From an optimization exercise on the open Yosys and OpenROAD flow, aimed at small area; shortcuts taken in it are not production practice. Where RTL was checked, it was by simulation tests only, not by an equivalence proof against the original. Power and IR drop assume default switching activity.

==> module inst_queue, before the edit <==
module inst_queue #(
	parameter int QUEUE_DEPTH = 8
) (
	input  logic        clk,
	input  logic        rst,
	input  logic        flush,
	input  logic        push,
	input  logic [31:0] push_inst,
	input  logic        push_bht,
	input  logic        pop,
	output logic [31:0] head_inst,
	output logic        head_bht,
	output logic        empty,
	output logic        full
);
	localparam int RING  = QUEUE_DEPTH - 1;
	localparam int PTR_W = $clog2(RING);
	localparam int CNT_W = $clog2(QUEUE_DEPTH + 1);
	logic [32:0] ring [0:RING-1];
	logic [32:0] head_q, ring_out;
	logic [PTR_W-1:0] rd_ptr, wr_ptr;
	logic [CNT_W-1:0] count;  
	logic do_push, one, head_load, head_from_ring, ring_push;
	assign empty   = count == '0;
	assign one     = count == CNT_W'(1);
	assign full    = count == CNT_W'(QUEUE_DEPTH);
	assign do_push = push && !full;
	assign {head_bht, head_inst} = head_q;
	assign ring_out = ring[rd_ptr];
	assign head_from_ring = pop && !one;
	assign head_load      = head_from_ring || (do_push && (empty || (pop && one)));
	assign ring_push      = do_push && !empty && !(pop && one);
	function automatic logic [PTR_W-1:0] ptr_inc(input logic [PTR_W-1:0] p);
		ptr_inc = (p == PTR_W'(RING - 1)) ? '0 : p + 1'b1;
	endfunction
	always_ff @(posedge clk) begin
		if (rst || flush) begin
			rd_ptr <= '0;
			wr_ptr <= '0;
			count  <= '0;
		end else begin
			if (ring_push)
				wr_ptr <= ptr_inc(wr_ptr);
			if (head_from_ring)
				rd_ptr <= ptr_inc(rd_ptr);
			if (do_push && !pop)
				count <= count + 1'b1;
			else if (pop && !do_push)
				count <= count - 1'b1;
		end
	end
	always_ff @(posedge clk) begin
		if (head_load)
			head_q <= head_from_ring ? ring_out : {push_bht, push_inst};
		if (ring_push)
			ring[wr_ptr] <= {push_bht, push_inst};
	end
endmodule
clock: 6.0 ns
lec_check: 0
cap_margin: 20
core_margin: 2
core_utilization: 40
slew_margin: 20
run.sh (not shown) runs the stock make flow with config.mk's settings and CLKGATE_MAP_FILE= SYNTH_SCRIPT=/design/flow/synth_recipe.tcl, a recipe that flattens the netlist after the stock synthesis.
Rerun with:
--- a/flow/design.v
+++ b/flow/design.v
@@ -177,11 +177,9 @@
 	output logic        full
 );
 	localparam int RING  = QUEUE_DEPTH - 1;
-	localparam int PTR_W = $clog2(RING);
 	localparam int CNT_W = $clog2(QUEUE_DEPTH + 1);
-	logic [32:0] ring [0:RING-1];
+	logic [32:0] ring [0:RING-1];  
 	logic [32:0] head_q, ring_out;
-	logic [PTR_W-1:0] rd_ptr, wr_ptr;
 	logic [CNT_W-1:0] count;  
 	logic do_push, one, head_load, head_from_ring, ring_push;
 	assign empty   = count == '0;
@@ -189,34 +187,26 @@
 	assign full    = count == CNT_W'(QUEUE_DEPTH);
 	assign do_push = push && !full;
 	assign {head_bht, head_inst} = head_q;
-	assign ring_out = ring[rd_ptr];
+	assign ring_out = ring[count - CNT_W'(2)];  
 	assign head_from_ring = pop && !one;
 	assign head_load      = head_from_ring || (do_push && (empty || (pop && one)));
 	assign ring_push      = do_push && !empty && !(pop && one);
-	function automatic logic [PTR_W-1:0] ptr_inc(input logic [PTR_W-1:0] p);
-		ptr_inc = (p == PTR_W'(RING - 1)) ? '0 : p + 1'b1;
-	endfunction
 	always_ff @(posedge clk) begin
-		if (rst || flush) begin
-			rd_ptr <= '0;
-			wr_ptr <= '0;
-			count  <= '0;
-		end else begin
-			if (ring_push)
-				wr_ptr <= ptr_inc(wr_ptr);
-			if (head_from_ring)
-				rd_ptr <= ptr_inc(rd_ptr);
-			if (do_push && !pop)
-				count <= count + 1'b1;
-			else if (pop && !do_push)
-				count <= count - 1'b1;
-		end
+		if (rst || flush)
+			count <= '0;
+		else if (do_push && !pop)
+			count <= count + 1'b1;
+		else if (pop && !do_push)
+			count <= count - 1'b1;
 	end
 	always_ff @(posedge clk) begin
 		if (head_load)
 			head_q <= head_from_ring ? ring_out : {push_bht, push_inst};
-		if (ring_push)
-			ring[wr_ptr] <= {push_bht, push_inst};
+		if (ring_push) begin
+			ring[0] <= {push_bht, push_inst};
+			for (int i = 1; i < RING; i++)
+				ring[i] <= ring[i-1];
+		end
 	end
 endmodule
 module issue_router (
=> With this change the flow reached the layout checks and failed them: negative setup slack. Count of clock-buffer cells in the layout shrinks by 1. Power went up by 0.67%. Non-clock buffer count fell by 16. Via count is about the same. Sequential cell count is lower by 9. Cell area goes down by 4.1%. Clock power came out higher by about 3%. Hold slack got worse by 0.060 ns.

* * *

build 61:
The RTL this note starts from:
==> flow/design.v <==
package fetch_pkg;
	localparam int ROB_TAG_W = 3;  
	localparam int BHT_IDX_W = 4;  
	typedef logic [31:0]          xlen_t;
	typedef logic [4:0]           reg_idx_t;
	typedef logic [ROB_TAG_W-1:0] rob_tag_t;
	typedef logic [BHT_IDX_W-1:0] bht_idx_t;
	localparam logic [6:0] OPC_LUI    = 7'h37;
	localparam logic [6:0] OPC_AUIPC  = 7'h17;
	localparam logic [6:0] OPC_JAL    = 7'h6f;
	localparam logic [6:0] OPC_JALR   = 7'h67;
	localparam logic [6:0] OPC_BRANCH = 7'h63;
	localparam logic [6:0] OPC_LOAD   = 7'h03;
	localparam logic [6:0] OPC_STORE  = 7'h23;
	localparam logic [6:0] OPC_OP     = 7'h33;  
	localparam logic [6:0] OPC_OP_IMM = 7'h13;  
	typedef enum logic [2:0] {
		ic_alu,
		ic_load,
		ic_store,
		ic_branch,
		ic_jal,
		ic_jalr,
		ic_lui_auipc
	} inst_class_e;
	typedef struct packed {
		xlen_t       pc;
		xlen_t       inst;
		inst_class_e cls;
		reg_idx_t    rd;      
		xlen_t       imm;     
		xlen_t       target;  
		logic        taken;   
	} q_entry_t;
	typedef struct packed {
		q_entry_t entry;
		rob_tag_t tag;
	} issue_entry_t;
endpackage
module fetch_ctrl (
	input  logic clk,
	input  logic rst,
	input  logic flush,
	input  logic mem_ack,
	input  logic queue_full,
	output logic mem_req,
	output logic fetch_done
);
	typedef enum logic [1:0] {
		st_idle,          
		st_wait_ack,      
		st_wait_release,  
		st_discard        
	} state_e;
	state_e state, state_nxt;
	logic can_start;
	assign can_start = !mem_ack && (!queue_full || flush);
	always_comb begin
		state_nxt = state;
		case (state)
			st_idle: begin
				if (can_start)
					state_nxt = st_wait_ack;  
			end
			st_wait_ack: begin
				if (mem_ack)
					state_nxt = st_wait_release;  
				else if (flush)
					state_nxt = st_discard;  
			end
			st_discard: begin
				if (mem_ack)
					state_nxt = st_wait_release;
			end
			st_wait_release: begin
				if (!mem_ack)
					state_nxt = st_idle;
			end
			default: state_nxt = st_idle;
		endcase
	end
	always_ff @(posedge clk) begin
		if (rst)
			state <= st_idle;
		else
			state <= state_nxt;
	end
	assign mem_req = (state == st_wait_ack) || (state == st_discard);
	assign fetch_done = (state == st_wait_ack) && mem_ack && !flush;
endmodule
module pc_gen #(
	parameter logic [31:0] RESET_PC = '0
) (
	input  logic     clk,
	input  logic     rst,
	input  logic     flush,
	input  fetch_pkg::xlen_t    flush_pc,
	input  logic     fetch_done,
	input  fetch_pkg::xlen_t    inst,       
	input  logic     bht_taken,  
	output fetch_pkg::xlen_t    pc
);
	logic is_jal, is_br;
	fetch_pkg::xlen_t step, pc_next;
	assign is_jal = inst[6:0] == fetch_pkg::OPC_JAL;
	assign is_br  = inst[6:0] == fetch_pkg::OPC_BRANCH;
	always_comb begin
		if (is_jal)
			step = {{11{inst[31]}}, inst[31], inst[19:12], inst[20], inst[30:21], 1'b0};
		else if (is_br && bht_taken)
			step = {{19{inst[31]}}, inst[31], inst[7], inst[30:25], inst[11:8], 1'b0};
		else
			step = 32'd4;
	end
	assign pc_next = pc + step;
	always_ff @(posedge clk) begin
		if (rst)
			pc <= RESET_PC;
		else if (flush)
			pc <= flush_pc;  
		else if (fetch_done)
			pc <= pc_next;
	end
endmodule
module inst_decode (
	input  fetch_pkg::xlen_t    inst,
	output logic [2:0]          cls,
	output fetch_pkg::reg_idx_t rd,
	output fetch_pkg::xlen_t    imm
);
	logic [6:0] opcode;
	assign opcode = inst[6:0];
	always_comb begin
		rd  = inst[11:7];
		cls = fetch_pkg::ic_alu;
		imm = {{20{inst[31]}}, inst[31:20]};  
		case (opcode)
			fetch_pkg::OPC_LOAD: cls = fetch_pkg::ic_load;
			fetch_pkg::OPC_STORE: begin
				cls = fetch_pkg::ic_store;
				rd  = '0;
				imm = {{20{inst[31]}}, inst[31:25], inst[11:7]};
			end
			fetch_pkg::OPC_BRANCH: begin
				cls = fetch_pkg::ic_branch;
				rd  = '0;
				imm = {{19{inst[31]}}, inst[31], inst[7],
					inst[30:25], inst[11:8], 1'b0};
			end
			fetch_pkg::OPC_JAL: begin
				cls = fetch_pkg::ic_jal;
				imm = {{11{inst[31]}}, inst[31], inst[19:12],
					inst[20], inst[30:21], 1'b0};
			end
			fetch_pkg::OPC_JALR: cls = fetch_pkg::ic_jalr;
			fetch_pkg::OPC_LUI, fetch_pkg::OPC_AUIPC: begin
				cls = fetch_pkg::ic_lui_auipc;
				imm = {inst[31:12], 12'b0};  
			end
			default: cls = fetch_pkg::ic_alu;  
		endcase
	end
endmodule
module inst_queue #(
	parameter int QUEUE_DEPTH = 8
) (
	input  logic        clk,
	input  logic        rst,
	input  logic        flush,
	input  logic        push,
	input  logic [31:0] push_inst,
	input  logic        push_bht,
	input  logic        pop,
	output logic [31:0] head_inst,
	output logic        head_bht,
	output logic        head_jal,  
	output logic        head_br,   
	output logic        empty,
	output logic        full
);
	localparam int RING  = QUEUE_DEPTH - 1;
	localparam int CNT_W = $clog2(QUEUE_DEPTH + 1);
	logic [32:0] ring [0:RING-1];  
	logic [32:0] head_q, ring_out, head_d;
	logic [CNT_W-1:0] count;  
	logic do_push, one, head_load, head_from_ring, ring_push;
	assign empty   = count == '0;
	assign one     = count == CNT_W'(1);
	assign full    = count == CNT_W'(QUEUE_DEPTH);
	assign do_push = push && !full;
	assign {head_bht, head_inst} = head_q;
	assign ring_out = ring[count - CNT_W'(2)];  
	assign head_d   = head_from_ring ? ring_out : {push_bht, push_inst};
	assign head_from_ring = pop && !one;
	assign head_load      = head_from_ring || (do_push && (empty || (pop && one)));
	assign ring_push      = do_push && !empty && !(pop && one);
	always_ff @(posedge clk) begin
		if (rst || flush)
			count <= '0;
		else if (do_push && !pop)
			count <= count + 1'b1;
		else if (pop && !do_push)
			count <= count - 1'b1;
	end
	always_ff @(posedge clk) begin
		if (head_load) begin
			head_q   <= head_d;
			head_jal <= head_d[6:0] == fetch_pkg::OPC_JAL;
			head_br  <= head_d[6:0] == fetch_pkg::OPC_BRANCH;
		end
		if (ring_push) begin
			ring[0] <= {push_bht, push_inst};
			for (int i = 1; i < RING; i++)
				ring[i] <= ring[i-1];
		end
	end
endmodule
module issue_router (
	input  logic         clk,
	input  logic         rst,
	input  logic         flush,
	input  fetch_pkg::xlen_t        fetch_pc,
	input  logic         empty,
	input  logic [31:0]  head_inst,
	input  logic         head_bht,
	input  logic         head_jal,
	input  logic         head_br,
	input  logic         rob_full,
	input  logic         slb_full,
	input  logic         rs_full,
	output logic         pop,
	output logic         issue_valid,
	output logic         issue_to_slb,
	output fetch_pkg::issue_entry_t issue_entry
);
	fetch_pkg::rob_tag_t tag_cnt;  
	fetch_pkg::xlen_t    head_pc;  
	logic [2:0]          cls;
	fetch_pkg::reg_idx_t rd;
	fetch_pkg::xlen_t    imm, target, pc_plus4, pc_next;
	logic                is_jal, is_br, taken, target_full;
	inst_decode u_dec (.inst(head_inst), .cls, .rd, .imm);
	assign is_jal = head_jal;
	assign is_br  = head_br;
	assign taken  = is_jal || (is_br && head_bht);
	assign pc_plus4 = head_pc + 32'd4;
	fetch_pkg::xlen_t offset;
	always_comb begin
		if (is_jal)
			offset = {{11{head_inst[31]}}, head_inst[31], head_inst[19:12], head_inst[20],
				head_inst[30:21], 1'b0};
		else if (is_br)
			offset = {{19{head_inst[31]}}, head_inst[31], head_inst[7], head_inst[30:25],
				head_inst[11:8], 1'b0};
		else
			offset = 32'd4;
	end
	assign target   = head_pc + offset;
	assign pc_next  = taken ? target : pc_plus4;
	assign issue_to_slb = (cls == fetch_pkg::ic_load) || (cls == fetch_pkg::ic_store);
	assign target_full  = issue_to_slb ? slb_full : rs_full;
	assign issue_valid = !empty && !rob_full && !target_full;
	assign pop         = issue_valid;
	assign issue_entry = {head_pc, head_inst, cls, rd, imm, target, taken, tag_cnt};
	always_ff @(posedge clk) begin
		if (rst || flush)
			tag_cnt <= '0;  
		else if (issue_valid)
			tag_cnt <= tag_cnt + 1'b1;  
	end
	always_ff @(posedge clk) begin
		if (empty)
			head_pc <= fetch_pc;
		else if (issue_valid)
			head_pc <= pc_next;
	end
endmodule
module ifu_top #(
	parameter int    QUEUE_DEPTH = 8,
	parameter logic [31:0] RESET_PC    = '0
) (
	input  logic         clk,
	input  logic         rst,
	input  logic         flush,
	input  fetch_pkg::xlen_t        flush_pc,
	output logic         mem_req,
	output fetch_pkg::xlen_t        mem_addr,
	input  logic         mem_ack,
	input  fetch_pkg::xlen_t        mem_data,
	output fetch_pkg::bht_idx_t     bht_idx,
	input  logic         bht_taken,
	input  logic         rob_full,
	input  logic         slb_full,
	input  logic         rs_full,
	output logic         issue_valid,
	output logic         issue_to_slb,
	output fetch_pkg::issue_entry_t issue_entry
);
	logic     fetch_done, queue_full, queue_empty, queue_pop;
	fetch_pkg::xlen_t    pc;
	logic [31:0] head_inst;
	logic        head_bht, head_jal, head_br;
	assign mem_addr = pc;  
	assign bht_idx  = mem_data[fetch_pkg::BHT_IDX_W+1:2];
	fetch_ctrl u_ctrl (.clk, .rst, .flush, .mem_ack, .queue_full,
		.mem_req, .fetch_done);
	pc_gen #(.RESET_PC(RESET_PC)) u_pc (.clk, .rst, .flush, .flush_pc,
		.fetch_done, .inst(mem_data), .bht_taken, .pc);
	inst_queue #(.QUEUE_DEPTH(QUEUE_DEPTH)) u_q (.clk, .rst, .flush,
		.push(fetch_done), .push_inst(mem_data), .push_bht(bht_taken),
		.pop(queue_pop), .head_inst, .head_bht, .head_jal, .head_br,
		.empty(queue_empty), .full(queue_full));
	issue_router u_iss (.clk, .rst, .flush, .fetch_pc(pc),
		.empty(queue_empty), .head_inst, .head_bht, .head_jal, .head_br, .rob_full, .slb_full,
		.rs_full, .pop(queue_pop), .issue_valid, .issue_to_slb, .issue_entry);
endmodule
Settings: LEC_CHECK=0, CAP_MARGIN=20, CORE_MARGIN=2, CORE_UTILIZATION=40, SLEW_MARGIN=20; clock period 6.0 ns.
standard.sh (not shown) runs the stock make flow with config.mk's settings and CLKGATE_MAP_FILE= SYNTH_SCRIPT=/design/flow/synth_recipe.tcl, a recipe that flattens the netlist after the stock synthesis.
==> flow/flow/run.sh <==
#!/bin/bash
# The standard layout with two changes to how it is made:
#  - synthesis maps logic with an area-oriented ABC script (flow/abc_area.script);
#    everything else in synthesis, registers included, is the standard one
#  - plain buf_1 cells as the port buffers (every port still gets its own buffer)
set -euo pipefail
here=$(pwd)
rm -rf "$here/scripts_abc"
cp -r "$FLOW_HOME/scripts" "$here/scripts_abc"
cp "$here/flow/abc_area.script" "$here/scripts_abc/abc_speed.script"
export BUFFER_PORTS_ARGS="-buffer_cell sky130_fd_sc_hd__buf_1"
bash standard.sh SCRIPTS_DIR="$here/scripts_abc" synth > synth.log 2>&1
bash standard.sh finish > layout.log 2>&1
==> flow/flow/abc_area.script <==
&get -n
&st
&syn2
&dc2
&dch
&nf -R 1000
&put
topo
dnsize -c
Input changes introduced in build 96 (baseline for comparison: build 61):
==> flow/design.v, changed modules only <==
module issue_router (
	input  logic         clk,
	input  logic         rst,
	input  logic         flush,
	input  fetch_pkg::xlen_t        fetch_pc,
	input  logic         empty,
	input  logic [31:0]  head_inst,
	input  logic         head_bht,
	input  logic         head_jal,
	input  logic         head_br,
	input  logic         rob_full,
	input  logic         slb_full,
	input  logic         rs_full,
	output logic         pop,
	output logic         issue_valid,
	output logic         issue_to_slb,
	output fetch_pkg::issue_entry_t issue_entry
);
	fetch_pkg::rob_tag_t tag_cnt;  
	fetch_pkg::xlen_t    head_pc;  
	logic [2:0]          cls;
	fetch_pkg::reg_idx_t rd;
	fetch_pkg::xlen_t    imm, target, pc_plus4, pc_next;
	logic                is_jal, is_br, taken, target_full;
	inst_decode u_dec (.inst(head_inst), .cls, .rd, .imm);
	assign is_jal = head_jal;
	assign is_br  = head_br;
	assign taken  = is_jal || (is_br && head_bht);
	logic        jb, c_lo, c_inc, imm_sign;
	logic [20:0] offset;
	logic [20:0] sum_lo;
	logic [18:0] inc_lo;
	logic [10:0] pc_hi, hi_up, hi_dn, target_hi;
	assign jb       = is_jal || is_br;
	assign imm_sign = jb && head_inst[31];
	always_comb begin
		if (is_jal)
			offset = {head_inst[31], head_inst[19:12], head_inst[20], head_inst[30:21], 1'b0};
		else if (is_br)
			offset = {{8{head_inst[31]}}, head_inst[31], head_inst[7], head_inst[30:25],
				head_inst[11:8], 1'b0};
		else
			offset = 21'd4;
	end
	assign {c_lo, sum_lo}   = {1'b0, head_pc[20:0]} + {1'b0, offset};
	assign {c_inc, inc_lo}  = {1'b0, head_pc[20:2]} + 20'd1;
	assign pc_hi = head_pc[31:21];
	assign hi_up = pc_hi + 11'd1;
	assign hi_dn = pc_hi - 11'd1;
	always_comb begin
		case ({imm_sign, c_lo})
			2'b01:   target_hi = hi_up;
			2'b10:   target_hi = hi_dn;
			default: target_hi = pc_hi;
		endcase
	end
	assign target   = {target_hi, sum_lo};
	assign pc_plus4 = {c_inc ? hi_up : pc_hi, inc_lo, head_pc[1:0]};
	assign pc_next  = taken ? target : pc_plus4;
	assign issue_to_slb = (cls == fetch_pkg::ic_load) || (cls == fetch_pkg::ic_store);
	assign target_full  = issue_to_slb ? slb_full : rs_full;
	assign issue_valid = !empty && !rob_full && !target_full;
	assign pop         = issue_valid;
	assign issue_entry = {head_pc, head_inst, cls, rd, imm, target, taken, tag_cnt};
	always_ff @(posedge clk) begin
		if (rst || flush)
			tag_cnt <= '0;  
		else if (issue_valid)
			tag_cnt <= tag_cnt + 1'b1;  
	end
	always_ff @(posedge clk) begin
		if (empty)
			head_pc <= fetch_pc;
		else if (issue_valid)
			head_pc <= pc_next;
	end
endmodule
--- outcome ---
- [build 96] flow finished | final checks: failed | reasons: negative setup slack
- Build 96 gives more first-pass GRT wire length than build 61 did.
- Summary of build 96 over build 61: worst hold margin moved up, area after synthesis level, sequential share of layout area moved down.
- Compared with build 61, in build 96 adder-cell share of the synthesized area fell by 0.45 points, clock buffer count rose by 13, count of buffers added by post-CTS timing repair for setup rose by 37, non-clock buffer instance count of the final layout rose by 89.
Function not checked in build 96: the RTL went through the layout flow alone.

[port drivers added, routing unchanged]
How much do the figures lean on ideal ports? The routed layouts below were timed once more, with nothing changed but the port constraints. Step 1 assumes that a clkbuf_16 drives the clock port and a buf_2 every other input. Step 2 times the ports against the registers' clock, not the clock port: input delays grow and output delays shrink by t, the midpoint of the rising clock arrivals with the driver on. Slacks: ideal / step 1 / step 2; pairs: ideal / step 1.
run	t, ns	slack for setup (ns)	pins driven straight from the clock port
the first run of note 1	0.617	0.184 / 0.130 / 0.418	1
the second run of note 1	0.610	-0.009 / -0.064 / 0.351	1
build 61	0.613	0.307 / 0.255 / 0.204	1
build 96	0.593	-0.608 / -0.666 / -0.073	1
The setup slack of build 61, which loses most, moves by -0.052 ns with the drivers and by -0.103 ns with both steps.
